This is an optimization exercise on Yosys and OpenROAD, whose aim is small area, a short achievable clock period and few clock cycles per item, not a production implementation. Only simulation tests tie the RTL to the original design; equivalence was not proved.

==> flow/design.v <==
module hilo_mdu #(
  parameter int WIDTH   = 32,
  parameter int MUL_LAT = 2
) (
  input  logic             clk,
  input  logic             rst,
  input  logic             op_valid,
  input  logic [2:0]       op,
  input  logic [WIDTH-1:0] src_a,
  input  logic [WIDTH-1:0] src_b,
  input  logic             cancel,
  output logic             busy,
  output logic             done,
  output logic [WIDTH-1:0] hi_out,
  output logic [WIDTH-1:0] lo_out
);
  localparam int CW = $clog2(WIDTH) + 1;
  typedef enum logic [1:0] {
    S_IDLE = 2'd0,
    S_MUL  = 2'd1,
    S_DIV  = 2'd2,
    S_FIX  = 2'd3
  } state_e;
  state_e           state_q, state_d;
  logic [CW-1:0]    cnt_q, cnt_d;
  logic [WIDTH-1:0] hi_q, hi_d;
  logic [WIDTH-1:0] lo_q, lo_d;
  logic             done_q, done_d;
  logic [WIDTH-1:0] opa_q, opa_d;
  logic [WIDTH-1:0] opb_q, opb_d;
  logic [WIDTH-1:0] rem_q, rem_d;
  logic             msgn_q, msgn_d;    
  logic             qneg_q, qneg_d;    
  logic             rneg_q, rneg_d;    
  logic [2*WIDTH-1:0] mul_a_ext, mul_b_ext, prod;
  assign mul_a_ext = msgn_q ? {{WIDTH{opa_q[WIDTH-1]}}, opa_q} : {{WIDTH{1'b0}}, opa_q};
  assign mul_b_ext = msgn_q ? {{WIDTH{opb_q[WIDTH-1]}}, opb_q} : {{WIDTH{1'b0}}, opb_q};
  assign prod      = mul_a_ext * mul_b_ext;
  logic [WIDTH:0] rem_sh, rem_sub;
  assign rem_sh  = {rem_q, opa_q[WIDTH-1]};
  assign rem_sub = rem_sh - {1'b0, opb_q};
  logic             div_sgn;
  logic             a_neg, b_neg;
  logic [WIDTH-1:0] a_abs, b_abs;
  assign div_sgn = ~op[0];
  assign a_neg   = div_sgn & src_a[WIDTH-1];
  assign b_neg   = div_sgn & src_b[WIDTH-1];
  assign a_abs   = a_neg ? (~src_a + 1'b1) : src_a;
  assign b_abs   = b_neg ? (~src_b + 1'b1) : src_b;
  always_comb begin
    state_d = state_q;
    cnt_d   = cnt_q;
    hi_d    = hi_q;
    lo_d    = lo_q;
    done_d  = 1'b0;
    opa_d   = opa_q;
    opb_d   = opb_q;
    rem_d   = rem_q;
    msgn_d  = msgn_q;
    qneg_d  = qneg_q;
    rneg_d  = rneg_q;
    case (state_q)
      S_IDLE: begin
        if (op_valid && !cancel) begin
          case (op)
            3'b000, 3'b001: begin
              state_d = S_MUL;
              cnt_d   = '0;
              opa_d   = src_a;
              opb_d   = src_b;
              msgn_d  = ~op[0];
            end
            3'b010, 3'b011: begin
              state_d = S_DIV;
              cnt_d   = '0;
              opa_d   = a_abs;
              opb_d   = b_abs;
              rem_d   = '0;
              qneg_d  = a_neg ^ b_neg;
              rneg_d  = a_neg;
            end
            3'b100:  hi_d = src_a;
            3'b101:  lo_d = src_a;
            default: ;
          endcase
        end
      end
      S_MUL: begin
        if (cancel) begin
          state_d = S_IDLE;
        end else if (cnt_q == CW'(MUL_LAT - 1)) begin
          state_d = S_IDLE;
          hi_d    = prod[2*WIDTH-1:WIDTH];
          lo_d    = prod[WIDTH-1:0];
          done_d  = 1'b1;
        end else begin
          cnt_d = cnt_q + CW'(1);
        end
      end
      S_DIV: begin
        if (cancel) begin
          state_d = S_IDLE;
        end else begin
          if (!rem_sub[WIDTH]) begin
            rem_d = rem_sub[WIDTH-1:0];
            opa_d = {opa_q[WIDTH-2:0], 1'b1};
          end else begin
            rem_d = rem_sh[WIDTH-1:0];
            opa_d = {opa_q[WIDTH-2:0], 1'b0};
          end
          if (cnt_q == CW'(WIDTH - 1)) begin
            state_d = S_FIX;
          end else begin
            cnt_d = cnt_q + CW'(1);
          end
        end
      end
      S_FIX: begin
        state_d = S_IDLE;
        if (!cancel) begin
          done_d = 1'b1;
          if (opb_q != '0) begin
            lo_d = qneg_q ? (~opa_q + 1'b1) : opa_q;
            hi_d = rneg_q ? (~rem_q + 1'b1) : rem_q;
          end
        end
      end
      default: state_d = S_IDLE;
    endcase
  end
  always_ff @(posedge clk or posedge rst) begin
    if (rst) begin
      state_q <= S_IDLE;
      cnt_q   <= '0;
      hi_q    <= '0;
      lo_q    <= '0;
      done_q  <= 1'b0;
      opa_q   <= '0;
      opb_q   <= '0;
      rem_q   <= '0;
      msgn_q  <= 1'b0;
      qneg_q  <= 1'b0;
      rneg_q  <= 1'b0;
    end else begin
      state_q <= state_d;
      cnt_q   <= cnt_d;
      hi_q    <= hi_d;
      lo_q    <= lo_d;
      done_q  <= done_d;
      opa_q   <= opa_d;
      opb_q   <= opb_d;
      rem_q   <= rem_d;
      msgn_q  <= msgn_d;
      qneg_q  <= qneg_d;
      rneg_q  <= rneg_d;
    end
  end
  assign busy   = (state_q != S_IDLE);
  assign done   = done_q;
  assign hi_out = hi_q;
  assign lo_out = lo_q;
endmodule
==> flow/run.sh <==
#!/bin/bash
# synth_recipe.tcl (not shown) runs the flow's synth.tcl, then flattens the netlist and writes it again
# the make line also repeats each setting of config.mk as NAME=value (left out here)
make -C /OpenROAD-flow-scripts/flow DESIGN_CONFIG=/design/flow/config.mk WORK_HOME=/design/flow/orfs CLKGATE_MAP_FILE= SYNTH_SCRIPT=/design/flow/synth_recipe.tcl finish
==> flow/config.mk <==
export PLATFORM = sky130hd
export DESIGN_NAME = hilo_mdu
export DESIGN_NICKNAME = hilo_mdu
export VERILOG_FILES = /design/flow/design.v
export SDC_FILE = /design/flow/constraint.sdc
export NUM_CORES = 4
export LEC_CHECK = 0
export CAP_MARGIN = 20
export CORE_MARGIN = 2
export CORE_UTILIZATION = 40
export SLEW_MARGIN = 20
==> flow/constraint.sdc <==
create_clock -name core_clock -period 10.5 [get_ports {clk}]
set_input_delay 2.1000 -clock core_clock [delete_from_list [all_inputs] [get_ports {clk}]]
set_output_delay 2.1000 -clock core_clock [all_outputs]
set_load 0.01 [all_outputs]
==> run summary <==
[worst max-delay path: cells and delay by family, from the launching register on]
kind            cells  cell delay [ns]
fa+ha+maj          11             5.18
flops               1             0.93
buf+inv             9             1.16
compound gates      6             2.07
simple gates        4             0.51
[kinds of logic (layout without fill, tap and decap cells)]
family | after synthesis | after routing | synth area share (%)
AO/OA/AOI/OAI | 710 | 710 | 7.440
XOR/XNOR | 261 | 261 | 3.811
adder cells (fa/ha/maj) | 1774 | 1774 | 54.76
buffers and inverters | 1934 | 1910 | 12.16
flip-flops | 172 | 172 | 7.175
multiplexers | 40 | 40 | 0.6695
other | 0 | 5 | 0
AND/OR/NAND/NOR | 1723 | 1723 | 13.99
[registers in the layout, summed over array words and instances, names as in the netlist]
signal / cells
hi_q: 32
lo_q: 32
opa_q: 32
opb_q: 32
rem_q: 32
cnt_q: 6
state_q: 2
done_q: 1
msgn_q: 1
qneg_q: 1
rneg_q: 1
[worst max-delay path by stage]
stage | start | to | slack (ns)
final | opa_q[18] | hi_q[25] | 0.55
after global routing | opa_q[31] | hi_q[29] | 0.15
after CTS | opa_q[18] | hi_q[25] | 0.67
after detailed placement | opa_q[18] | hi_q[25] | 0.71
after global placement | opb_q[6] | hi_q[25] | 0.73
after floorplan | opa_q[31] | hi_q[29] | 1.44
[placed cells by master (no fill, tap or decap), types with 33 or more instances in the layout]
cell / netlist / layout
fa_1: 1420 / 1420
o21ai_0: 228 / 227
and2_1: 518 / 518
dfrtp_1: 172 / 157
inv_1: 1584 / 1583
nor2_1: 212 / 210
a221oi_1: 36 / 36
a21o_1: 41 / 41
nand3_1: 33 / 33
o31ai_1: 46 / 46
buf_4: 0 / 155
a21oi_1: 182 / 182
mux2i_1: 39 / 39
clkdlybuf4s50_1: 0 / 136
ha_1: 351 / 348
xnor2_1: 186 / 186
xor2_1: 75 / 75
nand2_1: 763 / 760
[layout make-up]
type	count	area, sq um	share of cell area (%)
multi-input combinational	4508	48440	75.23
inverter	1586	5961	9.257
sequential	172	4323	6.713
timing repair buffer	293	2565	3.983
tap	2016	2522	3.917
clock buffer	17	425.4	0.6606
clock inverter	14	142.6	0.2215
antenna	5	12.51	0.01943
[per-layer routing]
metal	track usage [%]	part of all wire, %	vias to the layer above
met3	3.798	6.7	361
met2	43.53	48	1669
met5	0	0.013	-
li1	-	-	19595
met4	11.70	5.0	4
met1	35.55	41	23695
[per-stage QoR]
stage	cells	util [%]	hold slack [ns]
2_1_floorplan	6614	-	0.4692
3_3_place_gp	8575	42.70	0.4641
3_5_place_dp	8575	42.70	0.4697
4_1_cts	8606	43.08	0.4905
5_1_grt	8606	43.09	0.4994
6_report	8611	43.10	0.4846
==> run summary <==
- The number of distinct library cell variants in the gate-level netlist after synthesis is between 80 and 90.
- After filler insertion, the fill cell instance count of the layout stands at ~15000.
- The H-tree was split into 4 levels.
- The most frequent cell on the critical path is fa_1.
- The detailed-placement wirelength estimate is 165500 microns.
- The most repeated cell in the gate-level netlist after synthesis is inv_1.
- The worst setup slack before clock tree synthesis is 0.7137 ns.
- The placement-stage cell area is 0.06381 sq mm.
- The path with the worst hold slack has its endpoint at lo_q[29].
- At the later pin of the worst-skew pair, clock insertion delay measures 0.53 ns.
- The fraction of registers with async set or reset after synthesis is 100.0%.
- The highest achievable clock rate is just over 100 MHz.
- The biggest cell delay along the critical path is 0.93 ns.
- After clock tree synthesis, the flow added hold-fix buffers numbering 0.
- The I/O pin count is 137.
- Counting every net in the synthesized netlist gives 8456.
- After clock tree synthesis, the repair step resized 0 gates.
- The CTS tree is done.
- The post-detailed-route count of antenna-violating nets is 0.
- The flow ran to the end and the layout has no timing, DRC or antenna violations.
- The net total in the final layout is 8420.
- The setup total negative slack is 0 ns.
- The post-detailed-route wirelength per cell is 22.90 microns.
- The worst register-to-register path has a setup slack of 0.55 ns.
- The die span in y is 391.3 microns.
- On the critical path, the stage with the largest delay is an instance of dfrtp_1.
- The row count is 142.
- For the worst flop-to-flop path, the logic depth is 30.
- The max-slew violation count is 0.
- For this run, design rule violations remaining after detail routing come to 0.
- The initial antenna violation count came to 10.
- The detailed-route vias per instance is between 5 and 6.
- The shortest period the worst path allows is between 9 and 10 ns.
- The hold path startpoint is lo_q[29].
- Measured against its own limit, the worst slew margin works out to 21.02%.
- The final clock skew is around 0.024 ns.
- The worst setup path is launched from a flip-flop.
- The gate count after technology mapping is roughly 6600.
- The wire length of the first global-routing pass is ~300000 microns.
- The number of clock buffers added by TritonCTS is 17.
- The class of the worst hold path is flip-flop to flip-flop.
- Buffers added to address setup during post-CTS repair amount to 0.
- The design area is 0.06439 sq mm.
- Counting instances in the post-synthesis netlist gives the leading cell types as 1584 x inv_1, 1420 x fa_1, 763 x nand2_1.
- The residual overflow from global routing is 0.
- The number of vias in the routed layout is ~45000.
- The number of sinks handled by clock tree synthesis is 172.
- The largest total area in the synthesized netlist belongs to fa_1.
- The data required time at the worst endpoint is about 11 ns.
- The horizontal die dimension is 391.3 microns.
- The pre-antenna-repair detailed-routing pass consisted of 6 iterations.
- Setup repair after global routing left no endpoint under its margin.
- The share of Yosys cell area claimed by the top area cell type is 47.39%.
- The critical path start-end classification is flip-flop to flip-flop.
- For this block, the routed nets add up to ~200000 microns of wire.
- For the pin with the worst max-slew slack, the measured transition is roughly 1.2 ns.
- After the first detailed-routing iteration, the DRC count stood at 3441.
- The final weighted congestion in routability-driven placement is 0.9794.
- Global routing used 26.73% of the available tracks across all layers.
- Yosys attributes the largest share of cell area to fa_1 47%, inv_1 9.9%, ha_1 7.3%, dfrtp_1 7.2%, and2_1 5.4%.
- The synthesized netlist occupies a cell area of 0.05999 sq mm.
- The number of global-route vias before repair is 48131.
- The initial standard-cell utilization of the core is 40.15%.
- The worst-case clock buffer depth is 2.
- The startpoint identified for the worst register-to-register timing path is opa_q[18].
- Relative to the synthesized area, the layout overhead comes to 7.344%.
- The endpoint identified for the worst register-to-register timing path is hi_q[25].
- The number of hold-slack violations in the final timing report is 0.
- The cell count of the worst hold path is 2.
- Clock-pin slew was measured on the worst setup and hold paths at 0.09 ns.
- Dividing the final minimum period by the clock period gives 94.75%.
- The largest driver fanout on the critical path is 19.
- For the worst setup path, the data arrival time is 10.38 ns.
- The buffer type at the clock tree root is clkbuf_16.
- Each instance of the synthesized netlist takes up on average 9.070 sq um.
- The count of input and output buffers is 136.
- The worst setup path is captured at a flip-flop.
- The most used flip-flop cell after synthesis is dfrtp_1.
- After floorplanning, the core was sized to cover 0.1494 sq mm.
- Entering global routing, the biggest net connects 66 pins.
- For this run, the register share of the synthesized area comes to between 7 and 8%.
- Max-cap violations in this run came to 0.
- The floorplan step defined a die boundary enclosing roughly 0.15 sq mm.
- For this run, the number of Yosys warnings is 1.
- The share of post-route cells with drive strength above 1 is 3.809%.
- The count of endpoints failing setup in the final report is 0.
- The number of register bits inferred by synthesis is 172.
- Counting flops with a built-in enable in the synthesized netlist gives 0.
- The final worst slack is 0.5517 ns.
Testbench counts, summed over its fixed seeds: cycles 32,866, items 2,400.

==> afterwards: timing with drivers on the ports <==
How much do the figures lean on ideal ports? The routed layout below was timed once more, with nothing changed but the port constraints.
Step 1 sets driving cells, clkbuf_16 on the clock port and buf_2 on the other inputs (assumed; they add their load-dependent delay and slew).
Step 2, shift: input delay + t, output delay - t, t = (earliest + latest rising clock arrival at the registers) / 2. This alone moves slack from input paths to output paths.
Three values: ideal, step 1, step 2; two values: the first two.
shift t [ns]: 0.581
setup WS [ns]: 0.552 / 0.552 / 0.552
worst setup path after step 2: register to register
After both steps this run still meets setup and hold. For this run, drivers alone change the setup slack by 0.000 ns; drivers and shift together by 0.000 ns.
